Context: an optimization exercise on an open-source flow, tuned for small area, a short achievable clock period and few clock cycles per item. The choices shown serve that exercise and are no tape-out recipe. In this exercise RTL edits were held to simulation tests only and were not proved equivalent to the original. Power is estimated from default activity; no workload was simulated.

==> flow/design.v <==
`default_nettype none
package bedh_pkg;
   localparam int EDGE_W  = 11;
   localparam int AGE_W   = 11;
   localparam int SLOT_W  = 5;
   localparam int CNT_W   = 32;
   localparam int TOT_W   = 48;
   localparam int NB_W    = 5;
   localparam int LIM_W   = 17;
   localparam int PADDR_W = 3;
   localparam int PDATA_W = 32;
   localparam logic [EDGE_W-1:0]  OPEN_END       = EDGE_W'(2000);
   localparam logic [PADDR_W-1:0] CSR_NUM_BREAKS = '0;
   typedef enum logic [1:0] {
      REQ_LOAD  = 2'd0,
      REQ_ADD   = 2'd1,
      REQ_READ  = 2'd2,
      REQ_CLEAR = 2'd3
   } req_kind_type;
   typedef enum logic [1:0] {
      ST_OK         = 2'd0,
      ST_AGE_RANGE  = 2'd1,
      ST_EDGE_ORDER = 2'd2,
      ST_SLOT_RANGE = 2'd3
   } status_type;
   typedef enum logic [2:0] {
      S_IDLE,
      S_LOAD_CHK,
      S_SCAN,
      S_TOT_ADD,
      S_READ_TOT,
      S_READ_LO,
      S_READ_UP,
      S_RESULT
   } state_type;
   typedef struct packed {
      logic rd_en;
      logic wr_en;
   } edge_ctl_type;
   typedef struct packed {
      logic rd_en;
      logic wr_en;
      logic clr;
   } tot_ctl_type;
endpackage
`default_nettype wire
`default_nettype none
import bedh_pkg::*;
module bedh_edge_mem
#(
   parameter int DEPTH = 16,
   parameter int AW    = 4
) (
   input  wire logic                    clock,
   input  wire logic                    we,
   input  wire logic [AW-1:0]           waddr,
   input  wire logic [EDGE_W-1:0]       wdata,
   output logic [DEPTH*EDGE_W-1:0]      edges
);
   logic [EDGE_W-1:0] mem_ff [DEPTH];
   for (genvar i = 0; i < DEPTH; i++) begin : g_ent
      always_ff @(posedge clock) begin
         if (we && waddr == AW'(i)) begin
            mem_ff[i] <= wdata;
         end
      end
      assign edges[i*EDGE_W +: EDGE_W] = mem_ff[i];
   end
endmodule
`default_nettype wire
`default_nettype none
import bedh_pkg::*;
module bedh_tot_mem
#(
   parameter int DEPTH = 17
) (
   input  wire logic                    clock,
   input  wire logic [DEPTH-1:0]        rsel,
   input  wire logic [DEPTH-1:0]        wsel,
   input  wire logic                    we,
   input  wire logic                    clr,
   input  wire logic signed [TOT_W-1:0] wdata,
   output logic signed      [TOT_W-1:0] rdata
);
   logic signed [TOT_W-1:0] mem_ff [DEPTH];
   logic signed [TOT_W-1:0] wbus;
   assign wbus = clr ? '0 : wdata;
   for (genvar i = 0; i < DEPTH; i++) begin : g_ent
      always_ff @(posedge clock) begin
         if (clr || (we && wsel[i])) begin
            mem_ff[i] <= wbus;
         end
      end
   end
   always_comb begin
      rdata = '0;
      for (int i = 0; i < DEPTH; i++) begin
         rdata = rdata | (mem_ff[i] & {TOT_W{rsel[i]}});
      end
   end
endmodule
`default_nettype wire
`default_nettype none
import bedh_pkg::*;
module bedh_sat_add (
   input  wire logic signed [TOT_W-1:0] a,
   input  wire logic signed [CNT_W-1:0] b,
   output logic signed      [TOT_W-1:0] sum
);
   localparam int LW = CNT_W;
   localparam int HW = TOT_W - CNT_W;
   localparam int LV = $clog2(LW);
   logic [LW-1:0] p, g;
   logic [LW-1:0] gp [LV+1];
   logic [LW-1:0] pp [LV+1];
   logic [LW-1:0] lo;
   logic          c;
   logic [HW-1:0] hi, hi_inc, hi_dec, hi_new;
   logic [HW-1:0] all1, all0;
   logic          neg, up, dn, ovf_hi, ovf_lo;
   assign p = a[LW-1:0] ^ b;
   assign g = a[LW-1:0] & b;
   always_comb begin
      gp[0] = g;
      pp[0] = p;
      for (int l = 0; l < LV; l++) begin
         for (int i = 0; i < LW; i++) begin
            if (((i >> l) & 1) == 1) begin
               gp[l+1][i] = gp[l][i] | (pp[l][i] & gp[l][((i >> l) << l) - 1]);
               pp[l+1][i] = pp[l][i] & pp[l][((i >> l) << l) - 1];
            end else begin
               gp[l+1][i] = gp[l][i];
               pp[l+1][i] = pp[l][i];
            end
         end
      end
   end
   assign lo = p ^ {gp[LV][LW-2:0], 1'b0};
   assign c  = gp[LV][LW-1];
   assign hi  = a[TOT_W-1:LW];
   assign neg = b[LW-1];
   always_comb begin
      all1[0] = 1'b1;
      all0[0] = 1'b1;
      for (int i = 1; i < HW; i++) begin
         all1[i] = all1[i-1] & hi[i-1];
         all0[i] = all0[i-1] & !hi[i-1];
      end
   end
   assign hi_inc = hi ^ all1;
   assign hi_dec = hi ^ all0;
   assign up     = c && !neg;
   assign dn     = !c && neg;
   assign ovf_hi = up && (hi == {1'b0, {(HW-1){1'b1}}});
   assign ovf_lo = dn && (hi == {1'b1, {(HW-1){1'b0}}});
   assign hi_new = up ? hi_inc : dn ? hi_dec : hi;
   always_comb begin
      if (ovf_hi) begin
         sum = {1'b0, {(TOT_W-1){1'b1}}};
      end else if (ovf_lo) begin
         sum = {1'b1, {(TOT_W-1){1'b0}}};
      end else begin
         sum = {hi_new, lo};
      end
   end
endmodule
module bedh_seq
#(
   parameter int MAX_EDGES = 16,
   parameter int AGE_LIMIT = 2000,
   parameter int EAW       = 4,
   parameter int NG        = MAX_EDGES + 1
) (
   input  wire logic                    clock,
   input  wire logic                    reset,
   input  wire logic [NB_W-1:0]         num_breaks,
   input  wire logic                    req_valid,
   output logic                         req_ready,
   input  wire logic [1:0]              req_type,
   input  wire logic [SLOT_W-1:0]       req_slot,
   input  wire logic [EDGE_W-1:0]       req_edge_value,
   input  wire logic [AGE_W-1:0]        req_age,
   input  wire logic                    req_age_missing,
   input  wire logic signed [CNT_W-1:0] req_count,
   input  wire logic [MAX_EDGES*EDGE_W-1:0] edges,
   output logic                         edge_we,
   output logic [EAW-1:0]               edge_waddr,
   output logic [EDGE_W-1:0]            edge_wdata,
   output logic [NG-1:0]                tot_rsel,
   output logic [NG-1:0]                tot_wsel,
   output logic                         tot_we,
   output logic                         tot_clr,
   output logic signed [TOT_W-1:0]      tot_wdata,
   input  wire logic signed [TOT_W-1:0] tot_rdata,
   output logic                         rsp_valid,
   input  wire logic                    rsp_ready,
   output logic [1:0]                   rsp_status,
   output logic [SLOT_W-1:0]            rsp_group,
   output logic signed [TOT_W-1:0]      rsp_total,
   output logic [EDGE_W-1:0]            rsp_group_lower,
   output logic [EDGE_W-1:0]            rsp_group_upper
);
   localparam int CW = 6;
   logic          adv, acc;
   logic          is_load, is_add, is_read, is_clr;
   logic [CW-1:0] n_use, slot_w;
   logic [EDGE_W-1:0] edge_at [MAX_EDGES];
   for (genvar i = 0; i < MAX_EDGES; i++) begin : g_edge
      assign edge_at[i] = edges[i*EDGE_W +: EDGE_W];
   end
   always_comb begin
      if (num_breaks == '0) begin
         n_use = CW'(1);
      end else if (CW'(num_breaks) > CW'(MAX_EDGES)) begin
         n_use = CW'(MAX_EDGES);
      end else begin
         n_use = CW'(num_breaks);
      end
   end
   logic rsp_valid_ff, r_ld_ff;
   assign adv       = !(rsp_valid_ff && !rsp_ready);
   assign req_ready = adv && !r_ld_ff;
   assign acc       = req_valid && req_ready;
   assign is_load = req_type == REQ_LOAD;
   assign is_add  = req_type == REQ_ADD;
   assign is_read = req_type == REQ_READ;
   assign is_clr  = req_type == REQ_CLEAR;
   assign slot_w  = CW'(req_slot);
   logic [MAX_EDGES-1:0] lt;
   always_comb begin
      for (int i = 0; i < MAX_EDGES; i++) begin
         lt[i] = 1'b0;
         for (int b = 0; b < EDGE_W; b++) begin
            lt[i] = (!req_age[b] && edge_at[i][b]) || (!(req_age[b] && !edge_at[i][b]) && lt[i]);
         end
      end
   end
   logic                 age_bad, low;
   logic [MAX_EDGES:1]   m;
   logic [MAX_EDGES-1:0] pick;
   logic [NG-1:0]        add_sel;
   assign age_bad = !req_age_missing && (req_age >= AGE_W'(AGE_LIMIT));
   assign low     = req_age_missing || lt[0];
   always_comb begin
      for (int i = 1; i < MAX_EDGES; i++) begin
         m[i] = (CW'(i) >= n_use) || lt[i];
      end
      m[MAX_EDGES] = 1'b1;
      for (int j = 0; j < MAX_EDGES; j++) begin
         pick[j] = m[j+1];
         for (int k = 1; k <= j; k++) begin
            pick[j] = pick[j] && !m[k];
         end
      end
      for (int j = 0; j < NG; j++) begin
         add_sel[j] = low ? (n_use == CW'(j)) : ((j < MAX_EDGES) ? pick[j] : 1'b0);
      end
   end
   logic          rd_bad;
   logic [NG-1:0] rd_sel;
   assign rd_bad = slot_w > n_use;
   always_comb begin
      for (int j = 0; j < NG; j++) begin
         rd_sel[j] = !rd_bad && (slot_w == CW'(j));
      end
   end
   logic                    r_v_ff, r_add_ff, r_isadd_ff, r_clr_ff, r_rd_ff;
   logic [NG-1:0]           r_sel_ff;
   logic [1:0]              r_st_ff;
   logic [SLOT_W-1:0]       r_grp_ff;
   logic signed [CNT_W-1:0] r_data_ff;
   logic                    w_v_ff, w_add_ff, w_isadd_ff, w_clr_ff;
   logic [1:0]              w_st_ff;
   logic [SLOT_W-1:0]       w_grp_ff;
   logic signed [CNT_W-1:0] w_data_ff;
   logic signed [TOT_W-1:0] w_tot_ff;
   logic                    rsp_add_ff;
   logic [1:0]              rsp_st_ff;
   logic [SLOT_W-1:0]       rsp_grp_ff;
   logic signed [TOT_W-1:0] rsp_tot_ff;
   logic [EDGE_W-1:0]       rsp_lo_ff, rsp_up_ff;
   logic signed [TOT_W-1:0] sat_sum;
   always_ff @(posedge clock) begin
      if (reset) begin
         r_v_ff   <= 1'b0;
         r_add_ff <= 1'b0;
         r_clr_ff <= 1'b0;
         r_ld_ff  <= 1'b0;
         r_sel_ff <= '0;
      end else if (adv) begin
         r_v_ff   <= acc;
         r_add_ff <= acc && is_add && !age_bad;
         r_clr_ff <= acc && is_clr;
         r_ld_ff  <= acc && is_load;
         r_sel_ff <= !acc ? '0 :
                     is_add ? (age_bad ? '0 : add_sel) :
                     is_read ? rd_sel : '0;
      end
   end
   always_ff @(posedge clock) begin
      if (adv) begin
         r_isadd_ff <= is_add;
         r_rd_ff    <= is_read;
         r_grp_ff   <= is_clr ? '0 : req_slot;
         r_st_ff    <= (is_add && age_bad) ? ST_AGE_RANGE :
                       (is_read && rd_bad) ? ST_SLOT_RANGE : ST_OK;
         r_data_ff  <= is_add ? req_count : CNT_W'(req_edge_value);
      end
   end
   logic              ld_slot_bad, ld_hi, ld_order, ld_ok;
   logic [1:0]        ld_st;
   logic [EAW-1:0]    ld_slot;
   logic [EDGE_W-1:0] ld_val, ld_prev;
   logic [EDGE_W-1:0] edge_dn [MAX_EDGES];
   logic [EDGE_W-1:0] edge_up [MAX_EDGES];
   always_comb begin
      for (int i = 0; i < MAX_EDGES; i++) begin
         edge_dn[i] = edge_at[(i + MAX_EDGES - 1) % MAX_EDGES];
         edge_up[i] = edge_at[(i + 1) % MAX_EDGES];
      end
   end
   assign ld_slot    = r_grp_ff[EAW-1:0];
   assign ld_val     = r_data_ff[EDGE_W-1:0];
   assign ld_prev    = edge_dn[ld_slot];
   assign ld_slot_bad = CW'(r_grp_ff) >= n_use;
   assign ld_hi       = ld_val >= EDGE_W'(AGE_LIMIT);
   always_comb begin
      ld_order = 1'b1;
      for (int b = 0; b < EDGE_W; b++) begin
         ld_order = (!ld_val[b] && ld_prev[b]) || (!(ld_val[b] && !ld_prev[b]) && ld_order);
      end
      ld_order = ld_order && (ld_slot != '0);
   end
   assign ld_st = ld_slot_bad ? ST_SLOT_RANGE :
                  (ld_hi || ld_order) ? ST_EDGE_ORDER : ST_OK;
   assign ld_ok = r_ld_ff && !ld_slot_bad && !ld_hi && !ld_order;
   assign edge_we    = adv && ld_ok;
   assign edge_waddr = ld_slot;
   assign edge_wdata = ld_val;
   logic              rd_in;
   logic [EDGE_W-1:0] rd_lo, rd_up;
   assign rd_in = CW'(r_grp_ff) < n_use;
   assign rd_lo = rd_in ? edge_at[r_grp_ff[EAW-1:0]] : '0;
   assign rd_up = !rd_in ? '0 :
                  (CW'(r_grp_ff) + CW'(1) < n_use) ? edge_up[r_grp_ff[EAW-1:0]] :
                  EDGE_W'(AGE_LIMIT);
   assign tot_rsel = r_sel_ff;
   logic [SLOT_W-1:0] r_sel_enc, r_grp;
   always_comb begin
      r_sel_enc = '0;
      for (int j = 0; j < NG; j++) begin
         if (r_sel_ff[j]) r_sel_enc = r_sel_enc | SLOT_W'(j);
      end
   end
   assign r_grp = r_isadd_ff ? r_sel_enc : r_grp_ff;
   logic [NG-1:0] w_dec, rsp_dec;
   always_comb begin
      for (int j = 0; j < NG; j++) begin
         w_dec[j]   = w_grp_ff == SLOT_W'(j);
         rsp_dec[j] = rsp_grp_ff == SLOT_W'(j);
      end
   end
   logic fwd_clr, fwd_w, fwd_rsp;
   assign fwd_clr = w_clr_ff;
   assign fwd_w   = w_add_ff && ((r_sel_ff & w_dec) != '0);
   assign fwd_rsp = rsp_add_ff && ((r_sel_ff & rsp_dec) != '0);
   always_ff @(posedge clock) begin
      if (reset) begin
         w_v_ff   <= 1'b0;
         w_add_ff <= 1'b0;
         w_clr_ff <= 1'b0;
      end else if (adv) begin
         w_v_ff   <= r_v_ff;
         w_add_ff <= r_add_ff;
         w_clr_ff <= r_clr_ff;
      end
   end
   always_ff @(posedge clock) begin
      if (adv) begin
         w_isadd_ff <= r_isadd_ff;
         w_st_ff    <= r_ld_ff ? ld_st : r_st_ff;
         w_grp_ff   <= r_grp;
         w_data_ff  <= r_isadd_ff ? r_data_ff :
                       r_rd_ff ? CNT_W'({rd_up, rd_lo}) : '0;
         w_tot_ff   <= fwd_w ? sat_sum : fwd_clr ? '0 : fwd_rsp ? rsp_tot_ff : tot_rdata;
      end
   end
   bedh_sat_add u_add (
      .a   (w_tot_ff),
      .b   (w_data_ff),
      .sum (sat_sum)
   );
   assign tot_wsel  = rsp_dec;
   assign tot_we    = rsp_add_ff;
   assign tot_clr   = reset || (adv && w_clr_ff);
   assign tot_wdata = rsp_tot_ff;
   always_ff @(posedge clock) begin
      if (reset) begin
         rsp_valid_ff <= 1'b0;
         rsp_add_ff   <= 1'b0;
      end else if (adv) begin
         rsp_valid_ff <= w_v_ff;
         rsp_add_ff   <= w_add_ff;
      end
   end
   always_ff @(posedge clock) begin
      if (adv) begin
         rsp_st_ff  <= w_st_ff;
         rsp_grp_ff <= w_grp_ff;
         rsp_tot_ff <= w_add_ff ? sat_sum : w_tot_ff;
         rsp_lo_ff  <= w_isadd_ff ? '0 : w_data_ff[EDGE_W-1:0];
         rsp_up_ff  <= w_isadd_ff ? '0 : w_data_ff[2*EDGE_W-1:EDGE_W];
      end
   end
   assign rsp_valid       = rsp_valid_ff;
   assign rsp_status      = rsp_st_ff;
   assign rsp_group       = rsp_grp_ff;
   assign rsp_total       = rsp_tot_ff;
   assign rsp_group_lower = rsp_lo_ff;
   assign rsp_group_upper = rsp_up_ff;
endmodule
`default_nettype wire
`default_nettype none
import bedh_pkg::*;
module break_edge_histogram
#(
   parameter int MAX_EDGES = 16,
   parameter int AGE_LIMIT = 2000
) (
   input  wire logic                    clock,
   input  wire logic                    reset,
   input  wire logic                    psel,
   input  wire logic                    penable,
   input  wire logic                    pwrite,
   input  wire logic [PADDR_W-1:0]      paddr,
   input  wire logic [PDATA_W-1:0]      pwdata,
   output logic      [PDATA_W-1:0]      prdata,
   output logic                         pready,
   input  wire logic                    req_valid,
   output logic                         req_ready,
   input  wire logic [1:0]              req_type,
   input  wire logic [SLOT_W-1:0]       req_slot,
   input  wire logic [EDGE_W-1:0]       req_edge_value,
   input  wire logic [AGE_W-1:0]        req_age,
   input  wire logic                    req_age_missing,
   input  wire logic signed [CNT_W-1:0] req_count,
   output logic                         rsp_valid,
   input  wire logic                    rsp_ready,
   output logic [1:0]                   rsp_status,
   output logic [SLOT_W-1:0]            rsp_group,
   output logic signed [TOT_W-1:0]      rsp_total,
   output logic [EDGE_W-1:0]            rsp_group_lower,
   output logic [EDGE_W-1:0]            rsp_group_upper
);
   localparam int EAW = (MAX_EDGES > 1) ? $clog2(MAX_EDGES) : 1;
   localparam int NG  = MAX_EDGES + 1;
   logic [NB_W-1:0] num_breaks_ff;
   logic            csr_wr;
   logic [MAX_EDGES*EDGE_W-1:0] edges;
   logic                        edge_we;
   logic [EAW-1:0]              edge_waddr;
   logic [EDGE_W-1:0]           edge_wdata;
   logic [NG-1:0]               tot_rsel;
   logic [NG-1:0]               tot_wsel;
   logic                        tot_we;
   logic                        tot_clr;
   logic signed [TOT_W-1:0]     tot_wdata;
   logic signed [TOT_W-1:0]     tot_rdata;
   assign pready = 1'b1;
   assign csr_wr = psel && penable && pwrite;
   always_ff @(posedge clock) begin
      if (reset) begin
         num_breaks_ff <= NB_W'(1);
      end else if (csr_wr && paddr == CSR_NUM_BREAKS) begin
         num_breaks_ff <= pwdata[NB_W-1:0];
      end
   end
   assign prdata = (paddr == CSR_NUM_BREAKS) ? PDATA_W'(num_breaks_ff) : '0;
   bedh_seq #(
      .MAX_EDGES (MAX_EDGES),
      .AGE_LIMIT (AGE_LIMIT),
      .EAW       (EAW),
      .NG        (NG)
   ) u_seq (
      .clock           (clock),
      .reset           (reset),
      .num_breaks      (num_breaks_ff),
      .req_valid       (req_valid),
      .req_ready       (req_ready),
      .req_type        (req_type),
      .req_slot        (req_slot),
      .req_edge_value  (req_edge_value),
      .req_age         (req_age),
      .req_age_missing (req_age_missing),
      .req_count       (req_count),
      .edges           (edges),
      .edge_we         (edge_we),
      .edge_waddr      (edge_waddr),
      .edge_wdata      (edge_wdata),
      .tot_rsel        (tot_rsel),
      .tot_wsel        (tot_wsel),
      .tot_we          (tot_we),
      .tot_clr         (tot_clr),
      .tot_wdata       (tot_wdata),
      .tot_rdata       (tot_rdata),
      .rsp_valid       (rsp_valid),
      .rsp_ready       (rsp_ready),
      .rsp_status      (rsp_status),
      .rsp_group       (rsp_group),
      .rsp_total       (rsp_total),
      .rsp_group_lower (rsp_group_lower),
      .rsp_group_upper (rsp_group_upper)
   );
   bedh_edge_mem #(
      .DEPTH (MAX_EDGES),
      .AW    (EAW)
   ) u_edge_mem (
      .clock (clock),
      .we    (edge_we),
      .waddr (edge_waddr),
      .wdata (edge_wdata),
      .edges (edges)
   );
   bedh_tot_mem #(
      .DEPTH (NG)
   ) u_tot_mem (
      .clock (clock),
      .rsel  (tot_rsel),
      .wsel  (tot_wsel),
      .we    (tot_we),
      .clr   (tot_clr),
      .wdata (tot_wdata),
      .rdata (tot_rdata)
   );
endmodule
`default_nettype wire
==> flow/run.sh <==
#!/bin/bash
# synth_recipe.tcl (not shown) runs the flow's synth.tcl, then flattens the netlist and writes it again
# the make line also repeats each setting of config.mk as NAME=value (left out here)
make -C /OpenROAD-flow-scripts/flow DESIGN_CONFIG=/design/flow/config.mk WORK_HOME=/design/flow/orfs CLKGATE_MAP_FILE= SYNTH_SCRIPT=/design/flow/synth_recipe.tcl finish
==> flow/config.mk <==
export PLATFORM = sky130hd
export DESIGN_NAME = break_edge_histogram
export DESIGN_NICKNAME = break_edge_histogram
export VERILOG_FILES = /design/flow/design.v
export SDC_FILE = /design/flow/constraint.sdc
export NUM_CORES = 4
export LEC_CHECK = 0
export CAP_MARGIN = 20
export CORE_MARGIN = 2
export CORE_UTILIZATION = 55
export CTS_CLUSTER_DIAMETER = 100
export CTS_CLUSTER_SIZE = 24
export SETUP_SLACK_MARGIN = 3.5
export SLEW_MARGIN = 20
export TNS_END_PERCENT = 0
==> flow/constraint.sdc <==
create_clock -name core_clock -period 7.0 [get_ports {clock}]
set_input_delay 1.4000 -clock core_clock [delete_from_list [all_inputs] [get_ports {clock}]]
set_output_delay 1.4000 -clock core_clock [all_outputs]
set_load 0.01 [all_outputs]
==> results.cfg, run 1 <==
[place]
io_buffers = 160
place_hpwl_um = 125000
dp_slack_ps = 1230
gp_congestion = 0.994

[worst_setup_path]
start_kind = register
crit_type = reg -> reg
crit_arrival_ps = 4570
cpMostUsedCell = buf_6
critPathMaxStageDelay_ps = 550
endpoint_kind = register
cp_max_fo = 18
cpMaxStageDelayCell = edfxtp_1
path_cells = buf_4 > ha_1 > or3_4 > or2_4 > buf_8 > nand3_1 > a211o_1 > o21ai_0 > maj3_1 > a21oi_2 > o211ai_1 > nand4_1 > buf_6 > nor2_1 > buf_6
critPathTopFamily = simple AND/OR/NAND/NOR gates
required_ps = 7460
cp_num_buf_inv = 4

[clock_network]
root_buffer = clkbuf_16
cts_made_buffers = 59
clockBufferDepth = 3
clock_sinks = 1229
clk_latency_ps = 730
cts_tree = yes
clkTransAtPathRegs_ps = 100
cts.htree.levels = 2

[sta]
finalWorstSetupSlack_ps = 2890
tns_ps = 0
tightest_slew_ps = 1180
rsz0062_at_grt = true
maxSlewViolCount = 0
layout_min_cycle_time_ps = 4110
maxSlewHeadroom_pct = 20.6
timing.final.crit_share_pct = 58.8
finalSetupViolCount = 0
skew_ps = 43.0
fin_hold_ws_ps = 436
max_freq_mhz = 243
hold_viol_final = 0

[min_path]
worstHoldPathType = reg -> reg

[floorplan]
rows = 115
die_x_um = 320
core_area_mm2 = 0.0986
dieArea_mm2 = 0.102
fp.dieH_um = 320
pin_count = 216
start_util_pct = 55.7

[global_route]
grt_pass1_vias = 37500
grt-ovfl-total = 0
grt_max_degree = 180
grt_first_pass_wirelength_um = 275000
track_usage_pct = 37.6
grt_antenna_before_repair = 7

[yosys]
synth_area_per_cell_um2 = 13.2
ys_warn_count = 12
ys_types = 93
dominantRegCellSynth = edfxtp_1
synth_common_cells = 1198 x edfxtp_1, 458 x a22oi_1, 278 x nor2_1, 252 x clkbuf_1, 217 x nand2_1
synth_top_area_share_pct = 65.6
synth_area_leaders = edfxtp_1 66%, a22oi_1 6.3%, nor2_1 1.9%
yosysTopAreaCell = edfxtp_1
async_reset_ff_share_pct = 0
netlist_area_mm2 = 0.0549
synthCells = 4141
ys_seq_elements = 1229
ys_seq_area_share_pct = 66.7
synth_edf_count = 1198
synth.most_common_cell = edfxtp_1

[layout]
areaGrowthSynthToFinish_pct = 11.1
nets = 4456
drive_above_1_share_pct = 10.5

[detailed_routing]
wirelength_um = 196000
drc = 0
dr.pass1.iters = 10
vias_per_cell = 7.15
first_iter_violations = 6640
vias = 39900
ant_nets = 0
wire_per_inst_um = 35.1

[pwr]
power.leakage_nw = 21.1
ir_drop_mv = 0.217
power_density_mw_per_mm2 = 233

[job]
max_cap_viol_count = 0

[outcome]
status = timing/DRC/antenna clean
where the power goes:
part | internal (mW) | total (mW) | leakage (nW) | switching (mW)
clock | 1.56 | 3.90 | 0.799 | 2.33
combinational | 0.489 | 1.44 | 7.61 | 0.953
sequential | 8.58 | 8.87 | 12.7 | 0.289
cells in the final DEF (no fill, tap or decap), types with 37 or more instances in the layout:
master           count
a22oi_1            458
clkbuf_16           59
and2_1             108
a311oi_1            38
nand3_1            121
ha_1                55
nand2b_1            37
nand2_1            215
clkdlybuf4s50_1    143
nor2b_1             63
a22o_1              44
nand4_1             77
a221oi_1            45
maj3_1              50
edfxtp_1          1198
a222oi_1            70
inv_1               73
nor2_1             263
o21ai_0             98
a21oi_1            196
buf_4              160
metal layers:
metal / global-route usage [%] / routed length [um]
met1: 50.5 / 72400
met2: 59.7 / 90600
met3: 6.67 / 21300
met4: 17.9 / 11300
met5: 0 / 12
timing repair:
item	4_1_cts	5_1_grt
gates resized for setup	180	22
gates cloned	9	4
setup endpoints to repair	658	784
hold buffers	0	0
pin swaps	28	2
buffers inserted	52	0
per-stage QoR:
stage | instance area (um^2) | util, % | power, mW | cells
global route | 61000 | 61.8 | 14.6 | 5575
floorplan | 55200 | - | 9.65 | 4167
detailed placement | 58200 | 59.0 | 10.4 | 5430
finish | 61000 | 61.8 | 14.2 | 5576
CTS | 60900 | 61.8 | 14.2 | 5570
global placement | 58200 | 59.0 | 10.3 | 5430
path summary, 6_finish.rpt:
kind | start | end | slack, ps | cells after the start
setup / recovery | u_seq.r_grp_ff[1] | u_edge_mem.mem_ff[7][1] | 2890 | 15
hold / removal | u_seq.w_st_ff[1] | u_seq.rsp_st_ff[1] | 440 | 0
setup reg to reg | u_seq.r_grp_ff[1] | u_edge_mem.mem_ff[7][1] | 2890 | 15
hold reg to reg | u_seq.w_st_ff[1] | u_seq.rsp_st_ff[1] | 440 | 0
final cells by class:
class / count / area [um^2]
tap: 1287 / 1610
fill: 7607 / 37600
multi-input combinational: 2530 / 17400
clock buffer: 69 / 1510
timing repair buffer: 361 / 3370
sequential: 1229 / 36600
inverter: 88 / 355
antenna: 2 / 5.00
clock inverter: 10 / 125
logic make-up (layout without fill, tap and decap cells):
logic type | count (synthesis) | after routing | share of synthesized area (%)
DFF | 1229 | 1229 | 66.7
adders and majority gates | 137 | 137 | 2.95
and+or+nand+nor | 1033 | 1035 | 9.35
AOI/OAI and AO/OA | 1279 | 1279 | 16.9
xor gates and xnor gates | 27 | 27 | 0.431
buffers and inverters | 410 | 528 | 3.04
other | 2 | 30 | 0.0137
muxes | 24 | 24 | 0.572
flip-flops by register name, summed over array words and instances, names as in the netlist, 5 cells and up:
signal,count
u_seq.w_grp_ff,5
u_tot_mem.mem_ff,816
u_seq.rsp_up_ff,11
u_seq.rsp_tot_ff,48
num_breaks_ff,5
u_seq.rsp_grp_ff,5
u_seq.r_grp_ff,5
u_seq.r_data_ff,32
u_seq.w_tot_ff,48
u_seq.rsp_lo_ff,11
u_edge_mem.mem_ff,176
u_seq.w_data_ff,32
u_seq.r_sel_ff,17
Testbench counts, summed over its fixed seeds: cycles 24,506, items 24,000.
==> run 2: changes to the inputs <==
--- a/flow/config.mk
+++ b/flow/config.mk
@@ -12,3 +12,3 @@
 export CTS_CLUSTER_SIZE = 24
-export SETUP_SLACK_MARGIN = 3.5
+export SETUP_SLACK_MARGIN = 3.8
 export SLEW_MARGIN = 20
==> results.cfg, run 2 <==
[layout]
largest_reg_flops = 816
layout_common_cells = 1198 x edfxtp_1, 458 x a22oi_1, 259 x nor2_1
areaGrowthSynthToFinish_pct = 12.4
final_common_cell = edfxtp_1
stdcell_count = 5611
top_regs = u_tot_mem.mem_ff x816, u_edge_mem.mem_ff x176
fin_util_pct = 62.6
final_cell_area_mm2 = 0.0617
nets = 4490
drive_above_1_share_pct = 12.1
fillers = 7564
top_register = u_tot_mem.mem_ff

[worst_setup_path]
endpoint_kind = register
cp_num_buf_inv = 6
critPathTopFamily = compound AO/OA/AOI/OAI gates
crit_type = reg -> reg
critPathMaxStageDelay_ps = 550
rr_startpoint = u_seq.r_grp_ff[1]
path_cells = buf_6 > ha_4 > buf_4 > clkbuf_16 > a22o_1 > a22o_1 > a211oi_1 > a32oi_1 > o21ai_1 > a211o_4 > nand2_4 > o211ai_1 > nand4_1 > buf_6 > buf_12 > nor2_4 > buf_6
cp_max_fo = 11
cpMostUsedCell = buf_6
crit_arrival_ps = 4420
crit_cells = 17
regToRegEndpoint = u_edge_mem.mem_ff[12][1]
r2r_setup_slack_ps = 2990
start_kind = register
ff2ff_path_depth = 17
required_ps = 7410
cpMaxStageDelayCell = edfxtp_1

[min_path]
worstHoldPathType = reg -> reg
min_path_cells = 0
min_to = u_seq.rsp_st_ff[1]
hold_start = u_seq.w_st_ff[1]

[place]
placedCellCount = 5430
io_buffers = 160
place_hpwl_um = 125000
place_area_mm2 = 0.0582
gp_congestion = 0.994

[pwr]
power_density_mw_per_mm2 = 232
pwr-share-clk_pct = 27.3
p_seq_share_pct = 62.1
p_int_mw = 10.7
swShare_pct = 25.3
power.leakage_nw = 21.4
p_switching_mw = 3.61
combPwrFrac_pct = 10.7
ir_drop_mv = 0.218

[detailed_routing]
topRoutingLayerUsed = met4
ant_nets = 0
wl_met1_um = 73400
met2_length_um = 90600
vias_per_cell = 7.16
drc = 0
wirelength_um = 198000
dr_wl_met3_um = 21200
vias = 40200
dr.pass1.iters = 10
wire_per_inst_um = 35.2
first_iter_violations = 6721

[global_route]
grt-ovfl-total = 0
track_usage_pct = 37.6
grt_pass1_vias = 37600
grt_antenna_before_repair = 8
grt_first_pass_wirelength_um = 275000
grt_max_degree = 180

[sta]
hold_viol_final = 0
rsz0062_at_grt = true
layout_min_cycle_time_ps = 4010
finalSetupViolCount = 0
maxSlewViolCount = 0
timing.final.crit_share_pct = 57.3
skew_ps = 44.3
tightest_slew_ps = 1190
max_freq_mhz = 249
tns_ps = 0
maxSlewHeadroom_pct = 20.1

[clock_network]
clkTransAtPathRegs_ps = 100
cts_tree = yes
clock_sinks = 1229
cts.htree.levels = 2
cts_made_buffers = 59
clk_latency_ps = 730
root_buffer = clkbuf_16
ctsHoldBuffers = 0
clockBufferDepth = 3

[yosys]
ys_seq_area_share_pct = 66.7
netlist_area_mm2 = 0.0549
synth.most_common_cell = edfxtp_1
synth_edf_count = 1198
ys_warn_count = 12
dominantRegCellSynth = edfxtp_1
ys_seq_elements = 1229
synth_area_leaders = edfxtp_1 66%, a22oi_1 6.3%, nor2_1 1.9%
synth_common_cells = 1198 x edfxtp_1, 458 x a22oi_1, 278 x nor2_1, 252 x clkbuf_1, 217 x nand2_1
yosysTopAreaCell = edfxtp_1
ys_types = 93
synthCells = 4141
async_reset_ff_share_pct = 0
synth_top_area_share_pct = 65.6
synth_area_per_cell_um2 = 13.2

[floorplan]
fp.dieH_um = 320
pin_count = 216
dieArea_mm2 = 0.102
core_area_mm2 = 0.0986
rows = 115
start_util_pct = 55.7
die_x_um = 320

[job]
max_cap_viol_count = 0

[outcome]
status = timing/DRC/antenna clean
## run 2: cell types whose count changed in the layout (fill, tap and decap cells not counted), sizes merged
cell / previous run / this run
clkbuf: 69 / 78
dlymetal6s2s: 0 / 3
buf: 201 / 229
clkdlybuf4s50: 143 / 140
diode: 2 / 3
dlygate4sd2: 8 / 7
clkinvlp: 4 / 5
inv: 91 / 90
clkdlybuf4s15: 7 / 5
## run 2: cells by family (layout without fill, tap and decap cells)
family	after synthesis	after routing	synth area share [%]
xor+xnor	27	27	0.431
buf+inv	410	562	3.04
other cells	2	31	0.0137
mux	24	24	0.572
simple gates	1033	1035	9.35
fa+ha+maj	137	137	2.95
flops	1229	1229	66.7
compound gates	1279	1279	16.9
## run 2: per-layer routing
layer | global-route usage (%) | vias to the layer above
met5 | 0 | -
met1 | 50.7 | 20100
met4 | 18.0 | 0
met2 | 59.7 | 2801
met3 | 6.21 | 544
li1 | - | 16800
## run 2: metrics by stage
stage	hold WS (ps)	total power, mW	setup slack (ps)
floorplan	400	9.65	1130
global placement	404	10.3	1240
detailed placement	409	10.4	1230
CTS	433	14.2	3100
global route	447	14.6	2850
finish	435	14.3	2990
## run 2: what timing repair did
action,CTS,global route
setup buffers,53,25
gates resized for setup,191,107
endpoints found under the setup margin,1110,2115
cloned,9,12
pin swaps,29,31
## run 2: worst register-to-register path: cells and delay by family, from the launching register on
kind	cells	cell delay, ps
AOI/OAI and AO/OA	7	1540
buffers and inverters	6	1080
adders and majority gates	1	170
and+or+nand+nor	3	380
DFF	1	550
## run 2: layout make-up
class | instances | area, um^2 | share of cell area [%]
flip-flops and latches | 1229 | 36600 | 59.4
well taps | 1287 | 1610 | 2.61
diodes | 3 | 7.51 | 0.0122
repair buffers | 395 | 3820 | 6.19
inverters | 88 | 367 | 0.594
clock buffers | 69 | 1510 | 2.45
clock inverters | 10 | 125 | 0.203
multi-input cells | 2530 | 17600 | 28.6
## run 2: worst max path at each step
| stage | end | slack (ps) | from |
|---|---|---|---|
| after detailed placement | u_seq.r_sel_ff[13] | 1230 | req_age[3] |
| after global placement | u_seq.r_sel_ff[14] | 1240 | req_age[3] |
| after global routing | u_edge_mem.mem_ff[12][0] | 2850 | u_seq.r_grp_ff[1] |
| after floorplan | u_tot_mem.mem_ff[4][0] | 1130 | rsp_ready |
| after CTS | u_edge_mem.mem_ff[3][0] | 3100 | u_seq.r_grp_ff[1] |
| final | u_edge_mem.mem_ff[12][1] | 2990 | u_seq.r_grp_ff[1] |
## run 2: power by group through the flow
stage / Clock (mW) / Combinational [mW] / Sequential [mW]
after global placement: 0 / 1.31 / 9.02
after global routing: 4.14 / 1.60 / 8.90
final: 3.89 / 1.52 / 8.87
after detailed placement: 0 / 1.32 / 9.04
after CTS: 3.92 / 1.40 / 8.87
after floorplan: 0 / 0.753 / 8.90
==> run 3: changes to the inputs <==
--- a/flow/config.mk
+++ b/flow/config.mk
@@ -11,3 +11,3 @@
 export CTS_CLUSTER_DIAMETER = 100
-export CTS_CLUSTER_SIZE = 24
+export CTS_CLUSTER_SIZE = 28
 export SETUP_SLACK_MARGIN = 3.8
==> results.cfg, run 3 <==
[outcome]
status = timing/DRC/antenna clean

[layout]
stdcell_count = 5594
final_common_cell = edfxtp_1
top_register = u_tot_mem.mem_ff
multi_input_area_mm2 = 0.0175
fillers = 7592
regArea_mm2 = 0.0366
top_regs = u_tot_mem.mem_ff x816, u_edge_mem.mem_ff x176
layout_common_cells = 1198 x edfxtp_1, 458 x a22oi_1, 262 x nor2_1
nets = 4472
fin_util_pct = 62.2
areaGrowthSynthToFinish_pct = 11.8
largest_reg_flops = 816
drive_above_1_share_pct = 11.3

[yosys]
ys_seq_area_share_pct = 66.7
synthMuxAreaShare_pct = 0.572
yosysTopAreaCell = edfxtp_1
synth.most_common_cell = edfxtp_1
async_reset_ff_share_pct = 0
synth_top_family_by_area = compound AO/OA/AOI/OAI gates
synth_common_cells = 1198 x edfxtp_1, 458 x a22oi_1, 278 x nor2_1, 252 x clkbuf_1, 217 x nand2_1
synth_top_area_share_pct = 65.6
ys_seq_elements = 1229
synth_area_leaders = edfxtp_1 66%, a22oi_1 6.3%, nor2_1 1.9%
netlist_area_mm2 = 0.0549
ys_types = 93
synth_compound_area_share_pct = 16.9
synthCells = 4141
dominantRegCellSynth = edfxtp_1
synth_edf_count = 1198
synth-xor-area-share_pct = 0.431
synth_simple_gate_area_share_pct = 9.35
synth_area_per_cell_um2 = 13.2
synthAdderAreaFrac_pct = 2.95
ys_warn_count = 12

[sta]
rsz0062_at_grt = true
finalWorstSetupSlack_ps = 2810
tns_ps = 0
finalSetupViolCount = 0
tightest_slew_ps = 1280
maxSlewViolCount = 0
skew_ps = 43.9
hold_viol_final = 0
maxSlewHeadroom_pct = 14.0
layout_min_cycle_time_ps = 4190
timing.final.crit_share_pct = 59.9
max_freq_mhz = 239

[place]
placedCellCount = 5430
place_hpwl_um = 125000
dp_slack_ps = 1230
io_buffers = 160
gp_congestion = 0.994

[floorplan]
die_x_um = 320
start_util_pct = 55.7
pin_count = 216
core_area_mm2 = 0.0986
fp.dieH_um = 320
rows = 115
dieArea_mm2 = 0.102

[global_route]
grt_max_degree = 180
track_usage_pct = 37.5
grt_pass1_vias = 37500
grt_antenna_before_repair = 11
grt_first_pass_wirelength_um = 275000
grt-ovfl-total = 0

[worst_setup_path]
endpoint_kind = register
start_kind = register
crit_arrival_ps = 4610
cp_max_fo = 16
crit_type = reg -> reg
required_ps = 7410

[clock_network]
ctsHoldBuffers = 0
cts_tree = yes
cts.htree.levels = 2
clk_latency_ps = 710
clockBufferDepth = 3
cts_made_buffers = 52
root_buffer = clkbuf_16
clkTransAtPathRegs_ps = 120
clock_sinks = 1229

[detailed_routing]
vias = 40200
drc = 0
ant_nets = 0
vias_per_cell = 7.18
dr.pass1.iters = 11
first_iter_violations = 6695
wire_per_inst_um = 35.2
wirelength_um = 197000

[pwr]
ir_drop_mv = 0.207
power.leakage_nw = 21.3
power_density_mw_per_mm2 = 230

[job]
max_cap_viol_count = 0

[min_path]
worstHoldPathType = reg -> reg
run 3: metrics by stage:
stage                     hold WS [ps]  cell area, um^2  total power [mW]
after floorplan                    400            55200              9.65
after global placement             404            58200              10.3
after detailed placement           409            58200              10.4
after CTS                          437            60900              14.1
after global routing               451            61300              14.5
final                              440            61300              14.1
run 3: layer usage:
layer	vias to the layer above	track usage [%]	share of wire (%)
li1	16700	-	-
met2	2786	59.9	46
met1	20100	50.6	37
met4	6	17.2	5.8
met5	-	0	0.023
met3	497	6.60	11
run 3: timing repair:
item                                    CTS  global route
cloned                                   11             6
buffers inserted                         52            19
pin swaps                                30            17
setup endpoints to repair              1147          2121
resized for setup                       207            43
endpoints found under the hold margin     0             0
run 3: worst max-delay path: stages (launching register included):
cell       delay (ps)
edfxtp_1          540
buf_4             180
inv_4              40
ha_4              170
buf_12            130
bufbuf_16         300
and3_1            250
a22o_1            270
a2111oi_0         410
nand3_1           140
o21ai_0           180
a221oi_1           90
a31oi_1           310
nand4_1           160
buf_6             170
buf_12            140
nor2_4            170
buf_4             220
run 3: final timing paths:
kind	startpoint	end	slack, ps	depth (start not counted)
worst min register to register	u_seq.w_st_ff[1]	u_seq.rsp_st_ff[1]	440	0
worst max register to register	u_seq.r_grp_ff[1]	u_edge_mem.mem_ff[14][10]	2810	17
worst max-delay path	u_seq.r_grp_ff[1]	u_edge_mem.mem_ff[14][10]	2810	17
worst min-delay path	u_seq.w_st_ff[1]	u_seq.rsp_st_ff[1]	440	0
run 3: cell families (layout without fill, tap and decap cells):
kind of cell	Yosys count	after routing
XOR/XNOR	27	27
multiplexers	24	24
AND/OR/NAND/NOR	1033	1035
flip-flops	1229	1229
adder cells (fa/ha/maj)	137	137
other	2	32
buffers and inverters	410	544
AO/OA/AOI/OAI	1279	1279
run 3: cell type report:
cell class	count	area share (%)
Clock inverter	9	0.237
Inverter	88	0.584
Sequential cell	1229	59.7
Timing Repair Buffer	384	5.97
Tap cell	1287	2.63
Antenna cell	4	0.0163
Multi-Input combinational cell	2530	28.6
Clock buffer	63	2.28
run 3: power breakdown:
group	switching (mW)	leakage, nW	internal [mW]	total [mW]
logic	0.977	7.79	0.518	1.49
registers	0.288	12.7	8.58	8.87
clock network	2.28	0.750	1.49	3.76
total	3.54	21.3	10.6	14.1
==> run 4: changes to the inputs <==
--- a/flow/config.mk
+++ b/flow/config.mk
@@ -9,6 +9,6 @@
 export CORE_MARGIN = 2
-export CORE_UTILIZATION = 55
+export CORE_UTILIZATION = 65
 export CTS_CLUSTER_DIAMETER = 100
-export CTS_CLUSTER_SIZE = 28
-export SETUP_SLACK_MARGIN = 3.8
+export CTS_CLUSTER_SIZE = 24
+export SETUP_SLACK_MARGIN = 3.6
 export SLEW_MARGIN = 20
==> results.cfg, run 4 <==
[yosys]
synth_area_per_cell_um2 = 13.2
synth_compound_area_share_pct = 16.9
synth_common_cells = 1198 x edfxtp_1, 458 x a22oi_1, 278 x nor2_1, 252 x clkbuf_1, 217 x nand2_1
ys_seq_elements = 1229
ys_seq_area_share_pct = 66.7
synth_top_area_share_pct = 65.6
synth_edf_count = 1198
ys_types = 93
ys_warn_count = 12
synthCells = 4141
synthMuxAreaShare_pct = 0.572
yosysTopAreaCell = edfxtp_1
netlist_area_mm2 = 0.0549
synth_area_leaders = edfxtp_1 66%, a22oi_1 6.3%, nor2_1 1.9%
synth-xor-area-share_pct = 0.431
synth_simple_gate_area_share_pct = 9.35
synth_top_family_by_area = compound AO/OA/AOI/OAI gates
async_reset_ff_share_pct = 0
synth.most_common_cell = edfxtp_1
dominantRegCellSynth = edfxtp_1
synthAdderAreaFrac_pct = 2.95

[layout]
largest_reg_flops = 816
top_regs = u_tot_mem.mem_ff x816, u_edge_mem.mem_ff x176
drive_above_1_share_pct = 11.6
final_common_cell = edfxtp_1
areaGrowthSynthToFinish_pct = 11.9
top_register = u_tot_mem.mem_ff
fin_util_pct = 73.5
fillers = 5416
layout_common_cells = 1198 x edfxtp_1, 457 x a22oi_1, 253 x nor2_1
nets = 4493

[worst_setup_path]
crit_type = reg -> reg
critPathMaxStageDelay_ps = 390
r2r_setup_slack_ps = 2760
crit_arrival_ps = 4750
cpMostUsedCell = buf_4
cp_max_fo = 3
cpMaxStageDelayCell = edfxtp_1
required_ps = 7510
endpoint_kind = register
start_kind = register

[pwr]
p_seq_share_pct = 62.3
power_density_mw_per_mm2 = 232
power.leakage_nw = 21.4
ir_drop_mv = 0.233
p_switching_mw = 3.57
combPwrFrac_pct = 10.8
swShare_pct = 25.0
p_int_mw = 10.7
pwr-share-clk_pct = 26.9

[sta]
max_freq_mhz = 236
tightest_slew_ps = 1180
timing.final.crit_share_pct = 60.5
tns_ps = 0
maxSlewHeadroom_pct = 20.9
maxSlewViolCount = 0
finalSetupViolCount = 0
layout_min_cycle_time_ps = 4240
hold_viol_final = 0
rsz0062_at_grt = true
skew_ps = 41.5

[global_route]
grt_first_pass_wirelength_um = 272000
grt-ovfl-total = 0
grt_pass1_vias = 39000
grt_max_degree = 131
track_usage_pct = 44.0
grt_antenna_before_repair = 11

[clock_network]
ctsHoldBuffers = 0
clockBufferDepth = 3
clkTransAtPathRegs_ps = 100
cts_made_buffers = 58
cts.htree.levels = 2
clock_sinks = 1229
clk_latency_ps = 720
root_buffer = clkbuf_16
cts_tree = yes

[detailed_routing]
dr.pass1.iters = 13
first_iter_violations = 8455
wire_per_inst_um = 35.4
vias = 41400
ant_nets = 0
drc = 0
vias_per_cell = 7.65
wirelength_um = 192000

[floorplan]
rows = 106
pin_count = 216
start_util_pct = 65.7
dieArea_mm2 = 0.0867
die_x_um = 295
core_area_mm2 = 0.0836
fp.dieH_um = 295

[outcome]
status = timing/DRC/antenna clean

[job]
max_cap_viol_count = 0

[place]
io_buffers = 160
place_hpwl_um = 118000
gp_congestion = 1.05

[min_path]
worstHoldPathType = reg -> reg
[run 4: power by group through the flow]
stage,clock network (mW),registers (mW),logic [mW]
global route,4.05,8.91,1.60
finish,3.83,8.88,1.54
floorplan,0,8.90,0.753
detailed placement,0,9.03,1.31
global placement,0,9.01,1.29
CTS,3.81,8.86,1.45
[run 4: layout make-up]
class	count	area, um^2	area share (%)
Antenna cell	4	10.0	0.0163
Clock buffer	80	1530	2.50
Clock inverter	8	115	0.187
Inverter	88	367	0.597
Multi-Input combinational cell	2530	17500	28.5
Sequential cell	1229	36600	59.6
Tap cell	1080	1350	2.20
Timing Repair Buffer	399	3880	6.32
[run 4: kinds of logic after synthesis]
kind of cell,count (synthesis)
compound gates,1279
fa+ha+maj,137
flops,1229
mux,24
other cells,2
simple gates,1033
buf+inv,410
xor+xnor,27
[run 4: repair_timing]
action / in CTS / in global routing
buffers inserted: 101 / 5
cloned: 14 / 1
pin swaps: 42 / 13
endpoints found under the setup margin: 1950 / 1271
gates resized for setup: 232 / 14
[run 4: worst paths after layout]
check / end / cells after the start / start
hold reg to reg: u_seq.rsp_st_ff[0] / 0 / u_seq.w_st_ff[0]
setup reg to reg: u_seq.rsp_tot_ff[33] / 30 / u_seq.w_tot_ff[33]
hold / removal: u_seq.rsp_st_ff[0] / 0 / u_seq.w_st_ff[0]
setup / recovery: u_seq.rsp_tot_ff[33] / 30 / u_seq.w_tot_ff[33]
[run 4: through the flow]
step	setup WS [ps]	total power, mW	cell area, um^2	std cells	hold WS, ps
global placement	1480	10.3	57800	5204	408
CTS	3080	14.1	61300	5408	440
detailed placement	1440	10.3	57800	5205	412
floorplan	1130	9.65	55200	4167	400
global route	2700	14.6	61400	5414	457
finish	2760	14.2	61400	5418	434
[run 4: per-layer routing]
layer	track usage (%)	up-vias	share of wire, %	wire length (um)
li1	-	16800	-	-
met1	57.7	20000	33	63600
met2	65.4	3834	44	83500
met3	11.7	881	15	28800
met4	28.5	10	8.3	16000
met5	0	-	0.036	70
[run 4: worst max-delay path, delay by kind of cell, from the launching register on]
kind / cells / cell delay (ps)
AOI/OAI and AO/OA: 1 / 140
DFF: 1 / 390
buffers and inverters: 29 / 3540

afterwards: timing with drivers on the ports:
How much do the figures lean on ideal ports? The routed layouts below were timed once more, with nothing changed but the port constraints. Step 1 (the two cells are an assumption about what drives the block):
set clk [get_ports {clock}]
set_driving_cell -lib_cell sky130_fd_sc_hd__clkbuf_16 $clk
set_driving_cell -lib_cell sky130_fd_sc_hd__buf_2 [delete_from_list [all_inputs] $clk]
Step 2 also shifts input and output timing later by t, the mid clock arrival at the registers, as if the neighbouring blocks saw the same clock. Slacks: no drivers / after step 1 / after step 2; pairs: no drivers / after step 1.
| run | t, ns | setup slack, ns | worst setup path at the end | clock arrival spread, ns | cell pins on the clock port's net |
|---|---|---|---|---|---|
| run 1 | 0.786 | 2.887 / 2.887 / 2.207 | input to register | 0.044 / 0.043 | 1 |
| run 2 | 0.784 | 2.990 / 2.990 / 2.314 | input to register | 0.044 / 0.045 | 1 |
| run 3 | 0.770 | 2.809 / 2.809 / 2.223 | input to register | 0.044 / 0.044 | 1 |
| run 4 | 0.768 | 2.764 / 2.764 / 2.206 | input to register | 0.047 / 0.047 | 1 |
After both steps setup and hold are still met in every run listed. For run 1, which loses most, drivers alone change the setup slack by 0.000 ns; drivers and shift together by -0.680 ns.
